Context: an optimization exercise on an open-source flow, tuned for small area. The choices shown serve that exercise and are no tape-out recipe.
The RTL was checked by simulation tests, not by an equivalence proof against the original design.
Power and IR drop assume default switching activity.

## east
## sorted_ready_queue
module sorted_ready_queue #(
  parameter int QUEUE_DEPTH = srq_pkg::QUEUE_DEPTH_DEF,
  parameter int TIME_BITS   = srq_pkg::TIME_BITS_DEF
) (
  input  wire logic clk,
  input  wire logic rst_n,
  input  wire logic start,
  output logic      busy,
  input  wire logic [41:0] in_data,
  output logic      out_strobe,
  output logic [46:0] out_data
);
Size in the first run: roughly 3500 cells after synthesis, ~94 I/O pins, ~32000 sq um of cells after synthesis.
Settings: LEC_CHECK=0, CAP_MARGIN=5, CORE_MARGIN=2, CORE_UTILIZATION=60, SETUP_SLACK_MARGIN=0.05, SLEW_MARGIN=5; clock period 5.5 ns.
standard.sh (not shown) runs the stock make flow with config.mk's settings and CLKGATE_MAP_FILE= SYNTH_SCRIPT=/design/flow/synth_recipe.tcl, a recipe that flattens the netlist after the stock synthesis.
==> flow/flow/run.sh <==
#!/bin/bash
# ORFS flow with the standard synthesis script, except that ABC maps
# with abc_map.script (one restructuring round instead of five), plus
# smaller port buffers and a lighter clock tree. make's output goes to
# standard.log; ORFS keeps each step's log in orfs/logs.
set -euo pipefail
here=$(pwd)
bash standard.sh \
  "SYNTH_SCRIPT=$here/flow/my_synth.tcl" \
  "BUFFER_PORTS_ARGS=-buffer_cell sky130_fd_sc_hd__buf_1" \
  "CTS_ARGS=-sink_clustering_enable -repair_clock_nets -buf_list sky130_fd_sc_hd__clkbuf_4 -sink_clustering_size 10 -sink_clustering_max_diameter 35 -dont_use_dummy_load" \
  finish > standard.log 2>&1
==> flow/flow/abc_map.script <==
&get -n
&st
&dch
&nf
&st
&if -g -K 4
&synch2
&nf
&st
&dc2
&dch
&nf
&put
topo
dnsize -c
==> flow/flow/my_synth.tcl <==
# The standard synthesis script (synth_recipe.tcl), with ABC's mapping
# script swapped for abc_map.script beside this file. Everything else,
# flip-flop mapping included, is the standard synthesis.
set my_abc_script [file join [file dirname [file normalize [info script]]] abc_map.script]
proc synth {args} { yosys synth -nofsm -noshare {*}$args }
proc abc {args} {
  set i [lsearch -exact $args -script]
  if { $i >= 0 } { lset args [expr { $i + 1 }] $::my_abc_script }
  yosys abc {*}$args
}
source $::env(SCRIPTS_DIR)/synth.tcl
# left out here: clear keep_hierarchy, flatten, clean up, hide names made inside functions, write 1_2_yosys.v
east has completed all stages; timing, DRC and antenna checks passed.
Here is what was changed in the inputs of middle compared with east.
# east
export LEC_CHECK = 0
export CAP_MARGIN = 5
export CORE_MARGIN = 2
export CORE_UTILIZATION = 60
export SETUP_SLACK_MARGIN = 0.05
export SLEW_MARGIN = 5
create_clock -name core_clock -period 5.5 [get_ports {clk}]
# middle
export LEC_CHECK = 0
export CAP_MARGIN = 5
export CORE_MARGIN = 2
export CORE_UTILIZATION = 50
export SETUP_SLACK_MARGIN = 0.05
export SLEW_MARGIN = 5
create_clock -name core_clock -period 5.5 [get_ports {clk}]
==> comparison <==
- middle vs east — final cell count without fillers rose 166.
- The higher latest clock arrival within the worst-skew pair of middle and east is in middle.
- When the final numbers for middle and east were put side by side, the time the worst path needs with I/O delays and setup turned out to be greater in middle.
- ~same total design power in middle and east
- Summary of middle over east: total number of vias decreased by 1.7% relative to the old numbers; area used by multi-input combinational logic closely matched the old numbers; wire length of the first global-routing pass increased by about 3% relative to the old numbers; post-layout instance area increased by 250 sq um relative to the old numbers; worst-case clock skew closely matched the old numbers.
- Maximum frequency, middle and east: lower on middle
- Looking at total length of routed wires across both flows, middle is the weaker of the two, with east ahead.

* * *

sorted_ready_queue again, from the RTL that the note above started with.
==> flow/design.v (excerpt) <==
module sorted_ready_queue #(
  parameter int QUEUE_DEPTH = srq_pkg::QUEUE_DEPTH_DEF,
  parameter int TIME_BITS   = srq_pkg::TIME_BITS_DEF
) (
  input  wire logic clk,
  input  wire logic rst_n,
  input  wire logic start,
  output logic      busy,
  input  wire logic [41:0] in_data,
  output logic      out_strobe,
  output logic [46:0] out_data
);
  localparam int W     = 8 + TIME_BITS;
  localparam int CNT_W = $clog2(QUEUE_DEPTH + 1);
  logic [1:0] cmd;
  assign cmd = in_data[41:40];
  logic [CNT_W-1:0] count_r;
  logic             pend_r;
  logic             strobe_r, found_r, full_r;
  logic             stg_valid_r, stg_sort_r;
  logic [W-1:0]     stg_word_r;
  logic is_insert, is_sort, is_take, is_deq;
  logic full, empty;
  assign is_insert = !cmd[1];
  assign is_sort   = (cmd == srq_pkg::CMD_SORT_IN);
  assign is_take   = cmd[1];
  assign is_deq    = (cmd == srq_pkg::CMD_DEQUEUE);
  assign full  = (count_r == CNT_W'(QUEUE_DEPTH));
  assign empty = (count_r == '0);
  logic [CNT_W-1:0] row_end_r;
  logic [TIME_BITS-1:0] stg_time;
  assign stg_time = stg_word_r[TIME_BITS-1:0];
  logic [W-1:0] word [0:QUEUE_DEPTH+1];
  logic         ge   [0:QUEUE_DEPTH-1];
  assign word[0]             = stg_word_r;
  assign word[QUEUE_DEPTH+1] = stg_word_r;
  logic                 place_sort;
  logic [QUEUE_DEPTH:0] hit_self;
  logic [QUEUE_DEPTH:0] upto;    
  logic [QUEUE_DEPTH:0] first;
  assign place_sort = stg_valid_r && stg_sort_r;
  for (genvar k = 0; k < QUEUE_DEPTH; k++) begin : g_hit
    logic live;
    assign live = (CNT_W'(k) < row_end_r);
    if (k == 0) begin : g0
      assign hit_self[k] = !pend_r && (!live || (place_sort && ge[k]));
    end else begin : gk
      assign hit_self[k] = !live || (place_sort && ge[k]);
  ...
==> flow/config.mk <==
export PLATFORM = sky130hd
export DESIGN_NAME = sorted_ready_queue
export DESIGN_NICKNAME = sorted_ready_queue
export VERILOG_FILES = /design/flow/design.v
export SDC_FILE = /design/flow/constraint.sdc
export NUM_CORES = 4
export LEC_CHECK = 0
export CAP_MARGIN = 0
export CORE_MARGIN = 2
export CORE_UTILIZATION = 50
export SETUP_SLACK_MARGIN = 0.05
export SLEW_MARGIN = 0
==> flow/constraint.sdc <==
create_clock -name core_clock -period 5.5 [get_ports {clk}]
set_input_delay 1.1000 -clock core_clock [delete_from_list [all_inputs] [get_ports {clk}]]
set_output_delay 1.1000 -clock core_clock [all_outputs]
set_load 0.01 [all_outputs]
Scripts as last shown in full above: flow/flow/run.sh, flow/flow/abc_map.script, flow/flow/my_synth.tcl
Change:
--- a/flow/flow/run.sh
+++ b/flow/flow/run.sh
@@ -10,3 +10,3 @@
   "BUFFER_PORTS_ARGS=-buffer_cell sky130_fd_sc_hd__buf_1" \
-  "CTS_ARGS=-sink_clustering_enable -repair_clock_nets -buf_list sky130_fd_sc_hd__clkbuf_4 -sink_clustering_size 10 -sink_clustering_max_diameter 35 -dont_use_dummy_load" \
+  "CTS_ARGS=-sink_clustering_enable -repair_clock_nets -buf_list sky130_fd_sc_hd__clkbuf_4 -sink_clustering_size 12 -sink_clustering_max_diameter 40 -dont_use_dummy_load" \
   finish > standard.log 2>&1
==> flow/flow/abc_map.script (replaced) <==
&get -n
&st
&dch
&nf
&st
&syn2
&if -g -K 4
&synch2
&nf
&st
&dc2
&dch
&nf
&put
topo
dnsize -c
Settings changed: CAP_MARGIN 0 to 5, SLEW_MARGIN 0 to 5.
=>
- The changed run produced a clean layout
- utilization increases by 0.35 points
- cell area goes up slightly
- first-iteration DRC count rose by a few percent
- sequential share of layout area shrinks by 0.31 points
- global-route usage goes up by 1.8 points
- non-clock buffer count rises by 37
- worst hold slack gains 47 ps
- sequential power hardly moves
- synthesized cell count came out lower by a few percent
- final cell count goes down by a few percent
- via count rose slightly
Change:
--- a/flow/flow/run.sh
+++ b/flow/flow/run.sh
@@ -10,3 +10,3 @@
   "BUFFER_PORTS_ARGS=-buffer_cell sky130_fd_sc_hd__buf_1" \
-  "CTS_ARGS=-sink_clustering_enable -repair_clock_nets -buf_list sky130_fd_sc_hd__clkbuf_4 -sink_clustering_size 12 -sink_clustering_max_diameter 40 -dont_use_dummy_load" \
+  "CTS_ARGS=-sink_clustering_enable -repair_clock_nets -buf_list sky130_fd_sc_hd__clkbuf_8 -sink_clustering_size 16 -sink_clustering_max_diameter 50 -dont_use_dummy_load" \
   finish > standard.log 2>&1
==> flow/flow/abc_map.script (replaced) <==
&get -n
&st
&dch
&nf
&st
&syn2
&if -g -K 6
&synch2
&nf
&put
topo
dnsize -c
Settings changed: CAP_MARGIN 5 to 10, SETUP_SLACK_MARGIN 0.05 to 0.15, SLEW_MARGIN 5 to 10.
=> The new run ran to the end with no violations. Via count goes up by a few percent. Worst setup slack gets better by 200 ps. Synthesized area goes up by a few percent. Sequential share of layout area goes down by 1.5 points. Total power goes up by roughly a tenth. Final area goes up by a few percent. Hold slack gets better by 240 ps. Sequential cell count does not change.

* * *

quartz:
sorted_ready_queue again, from the RTL that the note above started with.
export LEC_CHECK = 0
export CAP_MARGIN = 5
export CORE_MARGIN = 2
export CORE_UTILIZATION = 50
export SETUP_SLACK_MARGIN = 0.05
export SLEW_MARGIN = 5
create_clock -name core_clock -period 5.5 [get_ports {clk}]
==> flow/flow/run.sh <==
#!/bin/bash
# ORFS flow with the standard synthesis script, except that ABC maps
# with abc_map.script (one restructuring round instead of five), plus
# smaller port buffers and a lighter clock tree. make's output goes to
# standard.log; ORFS keeps each step's log in orfs/logs.
set -euo pipefail
here=$(pwd)
bash standard.sh \
  "SYNTH_SCRIPT=$here/flow/my_synth.tcl" \
  "BUFFER_PORTS_ARGS=-buffer_cell sky130_fd_sc_hd__buf_1" \
  "CTS_ARGS=-sink_clustering_enable -repair_clock_nets -buf_list sky130_fd_sc_hd__clkbuf_4 -sink_clustering_size 12 -sink_clustering_max_diameter 40 -dont_use_dummy_load" \
  finish > standard.log 2>&1
==> flow/flow/abc_map.script <==
&get -n
&st
&dch
&nf
&st
&syn2
&if -g -K 6
&synch2
&nf
&st
&dch
&nf
&put
topo
dnsize -c
Scripts as last shown in full above: flow/flow/my_synth.tcl
quartz reached the final stage; the timing, DRC and antenna checks on its layout passed.
Inputs modified between quartz and ember:
-- flow/flow/run.sh --
<<< quartz, line 10
  "BUFFER_PORTS_ARGS=-buffer_cell sky130_fd_sc_hd__buf_1" \
  "CTS_ARGS=-sink_clustering_enable -repair_clock_nets -buf_list sky130_fd_sc_hd__clkbuf_4 -sink_clustering_size 12 -sink_clustering_max_diameter 40 -dont_use_dummy_load" \
  finish > standard.log 2>&1
>>> ember, line 10
  "BUFFER_PORTS_ARGS=-buffer_cell sky130_fd_sc_hd__buf_1" \
  "CTS_ARGS=-sink_clustering_enable -repair_clock_nets -buf_list sky130_fd_sc_hd__clkbuf_4 -sink_clustering_size 10 -sink_clustering_max_diameter 35 -dont_use_dummy_load" \
  finish > standard.log 2>&1
==> flow/flow/abc_map.script <==
&get -n
&st
&dch
&nf
&st
&syn2
&if -g -K 4
&synch2
&nf
&st
&dc2
&dch
&nf
&put
topo
dnsize -c
--- outcome ---
When ember is set beside quartz, its total number of tap cells turns out to be about 2% smaller.
Against quartz, ember reports a post-route clock period utilization that is higher.
Changes observed in ember relative to quartz: met1 capacity usage during global routing +2.2 points; critical path depth +5; post-route total power +about 0.7%.
Of quartz and ember, the run reporting the lower required time of the worst setup path was quartz.
Diff quartz -> ember | routability congestion estimate from global placement | up by a few percent
Compared to quartz, ember shows a narrower setup margin.
The first-pass GRT wire length of ember falls short of that of quartz by 3.9%.
Of quartz and ember, the higher share of the core filled with cells belongs to ember.
Looking at post-synthesis simple-gate area fraction across quartz and ember, the one that comes out higher is quartz.
The following lists how harbor was set up differently from ember:
- SETUP_SLACK_MARGIN changed from 0.05 to 0.1
- SLEW_MARGIN changed from 5 to 10
- CAP_MARGIN changed from 5 to 10
-- flow/flow/run.sh --
<<< ember, line 10
  "BUFFER_PORTS_ARGS=-buffer_cell sky130_fd_sc_hd__buf_1" \
  "CTS_ARGS=-sink_clustering_enable -repair_clock_nets -buf_list sky130_fd_sc_hd__clkbuf_4 -sink_clustering_size 10 -sink_clustering_max_diameter 35 -dont_use_dummy_load" \
  finish > standard.log 2>&1
>>> harbor, line 10
  "BUFFER_PORTS_ARGS=-buffer_cell sky130_fd_sc_hd__buf_1" \
  "CTS_ARGS=-sink_clustering_enable -repair_clock_nets -buf_list sky130_fd_sc_hd__clkbuf_8 -sink_clustering_size 16 -sink_clustering_max_diameter 50 -dont_use_dummy_load" \
  finish > standard.log 2>&1
==> flow/flow/abc_map.script <==
&get -n
&st
&dch
&nf
&st
&syn2
&if -g -K 6
&synch2
&nf
&st
&dch
&nf
&put
topo
dnsize -c
Of ember and harbor, the run reporting the higher total standard cell area after synthesis was harbor.
Compared with ember, harbor shows clock group share of total power higher by 0.7 points.
ember -> harbor: design area increased by a few percent
Die area: harbor vs ember up about 4%
Re number of multi-input logic gates: ember was lower than harbor.

* * *

sorted_ready_queue, a different RTL version from the one above (not shown whole).
Size: ~3,600 cells after synthesis, roughly 650 flip-flops, ~94 I/O pins.
// sorted_ready_queue
module sorted_ready_queue #(
  parameter int QUEUE_DEPTH = srq_pkg::QUEUE_DEPTH_DEF,
  parameter int TIME_BITS   = srq_pkg::TIME_BITS_DEF
) (
  input  wire logic clk,
  input  wire logic rst_n,
  input  wire logic start,
  output logic      busy,
  input  wire logic [41:0] in_data,
  output logic      out_strobe,
  output logic [46:0] out_data
);
clock: 5.5 ns
lec_check: 0
cap_margin: 10
core_margin: 2
core_utilization: 50
setup_slack_margin: 0.15
slew_margin: 10
==> flow/flow/run.sh <==
#!/bin/bash
# ORFS flow with the standard synthesis script, except that ABC maps
# with abc_map.script (one restructuring round instead of five), plus
# smaller port buffers and a lighter clock tree. make's output goes to
# standard.log; ORFS keeps each step's log in orfs/logs.
set -euo pipefail
here=$(pwd)
bash standard.sh \
  "SYNTH_SCRIPT=$here/flow/my_synth.tcl" \
  "BUFFER_PORTS_ARGS=-buffer_cell sky130_fd_sc_hd__buf_1" \
  "CTS_ARGS=-sink_clustering_enable -repair_clock_nets -buf_list sky130_fd_sc_hd__clkbuf_8 -sink_clustering_size 16 -sink_clustering_max_diameter 50 -dont_use_dummy_load" \
  finish > standard.log 2>&1
==> flow/flow/abc_map.script <==
&get -n
&st
&dch
&nf
&st
&syn2
&if -g -K 6
&synch2
&nf
&put
topo
dnsize -c
Scripts as last shown in full above: flow/flow/my_synth.tcl
The baseline ran to the end with no violations.
==> next run, changes <==
==> flow/run.sh (new file) <==
#!/bin/bash
# synth_recipe.tcl (not shown) runs the flow's synth.tcl, then flattens the netlist and writes it again
# the make line also repeats each setting of config.mk as NAME=value (left out here)
make -C /OpenROAD-flow-scripts/flow DESIGN_CONFIG=/design/flow/config.mk WORK_HOME=/design/flow/orfs CLKGATE_MAP_FILE= SYNTH_SCRIPT=/design/flow/synth_recipe.tcl finish
Settings changed: CAP_MARGIN 10 to 20, CORE_UTILIZATION 50 to 40, SETUP_SLACK_MARGIN 0.15 to default, SLEW_MARGIN 10 to 20.
removed: flow/flow/run.sh
removed: flow/flow/abc_map.script
removed: flow/flow/my_synth.tcl
removed: flow/standard.sh
The new run went through all stages and came out clean.
Setup slack loses 0.014 ns.
Cell count came out higher by about a fifth.
Synthesized cell count is higher by about a fifth.
First-iteration DRC count rises by a quarter to a third.
Combinational power came out higher by a quarter to a third.
==> next run, changes <==
==> flow/flow/run.sh (new file) <==
#!/bin/bash
# ORFS flow with the standard synthesis script, except that ABC maps
# with abc_map.script (one restructuring round instead of five), plus
# smaller port buffers and a lighter clock tree. make's output goes to
# standard.log; ORFS keeps each step's log in orfs/logs.
set -euo pipefail
here=$(pwd)
bash standard.sh \
  "SYNTH_SCRIPT=$here/flow/my_synth.tcl" \
  "BUFFER_PORTS_ARGS=-buffer_cell sky130_fd_sc_hd__buf_1" \
  "CTS_ARGS=-sink_clustering_enable -repair_clock_nets -buf_list sky130_fd_sc_hd__clkbuf_8 -sink_clustering_size 16 -sink_clustering_max_diameter 50 -dont_use_dummy_load" \
  finish > standard.log 2>&1
==> flow/flow/abc_map.script (new file) <==
&get -n
&st
&dch
&nf
&st
&syn2
&if -g -K 6
&synch2
&nf
&put
buffer -c
topo
stime -c
upsize -c
dnsize -c
==> flow/flow/my_synth.tcl (new file) <==
# The standard synthesis script (synth_recipe.tcl), with ABC's mapping
# script swapped for abc_map.script beside this file. Everything else,
# flip-flop mapping included, is the standard synthesis.
set my_abc_script [file join [file dirname [file normalize [info script]]] abc_map.script]
proc synth {args} { yosys synth -nofsm -noshare {*}$args }
proc abc {args} {
  set i [lsearch -exact $args -script]
  if { $i >= 0 } { lset args [expr { $i + 1 }] $::my_abc_script }
  yosys abc {*}$args
}
source $::env(SCRIPTS_DIR)/synth.tcl
# left out here: clear keep_hierarchy, flatten, clean up, hide names made inside functions, write 1_2_yosys.v
==> flow/standard.sh (new file) <==
#!/bin/bash
# synth_recipe.tcl (not shown) runs the flow's synth.tcl, then flattens the netlist and writes it again
# the make line also repeats each setting of config.mk as NAME=value (left out here)
make -C /OpenROAD-flow-scripts/flow DESIGN_CONFIG=/design/flow/config.mk WORK_HOME=/design/flow/orfs CLKGATE_MAP_FILE= SYNTH_SCRIPT=/design/flow/synth_recipe.tcl "${@:-finish}"
Settings changed: CAP_MARGIN 20 to 10, CORE_UTILIZATION 40 to 50, SETUP_SLACK_MARGIN from default to 0.15, SLEW_MARGIN 20 to 10.
removed: flow/run.sh
What happened:
- The changed run completed without violations
- routed wire length shrinks by 3.7%
- core utilization grows by 10 points
- worst hold slack improved by 0.0058 ns
- non-clock buffer count shrinks by 6
- cell area shrinks by 9.3%
- clock-buffer cell count shrinks by 33
- synthesized cell count shrinks by 7.3%
- die area shrinks by 25%
- power shrinks by 12%

-- static timing again, ports no longer ideal --
The results above use ideal ports. As a check the final layouts listed here were re-extracted and re-timed, cells and wires unchanged. Step 1 (the two cells are an assumption about what drives the block):
set clk [get_ports {clk}]
set_driving_cell -lib_cell sky130_fd_sc_hd__clkbuf_16 $clk
set_driving_cell -lib_cell sky130_fd_sc_hd__buf_2 [delete_from_list [all_inputs] $clk]
Step 2 also shifts input and output timing later by t, the mid clock arrival at the registers, as if the neighbouring blocks saw the same clock. a / b / c = ideal ports / drivers / drivers and shift; a / b = the first two.
run	shift t [ns]	slack for setup (ns)	worst setup path at the end	worst data-port slew with drivers (ns)
east	1.007	0.315 / 0.315 / 0.315	register to register	0.04
middle	1.039	0.267 / 0.267 / 0.267	register to register	0.04
the first run of note 2	1.039	0.267 / 0.267 / 0.267	register to register	0.04
the second run of note 2	0.974	0.236 / 0.236 / 0.236	register to register	0.03
the third run of note 2	0.752	0.436 / 0.436 / 0.436	register to register	0.08
quartz	0.960	0.299 / 0.299 / 0.299	register to register	0.05
ember	1.025	0.224 / 0.224 / 0.224	register to register	0.03
harbor	0.739	0.305 / 0.305 / 0.305	register to register	0.06
the first run of note 4	0.736	0.282 / 0.321 / -0.415	input to register	0.04
the second run of note 4	0.685	0.269 / 0.309 / -0.376	input to register	0.06
the third run of note 4	0.783	0.208 / 0.242 / -0.541	input to register	0.06
With both steps, setup timing fails in the first run of note 4, the second run of note 4 and the third run of note 4, where it was met with ideal ports. The setup slack of the third run of note 4, which loses most, moves by +0.034 ns with the drivers and by -0.749 ns with both steps.
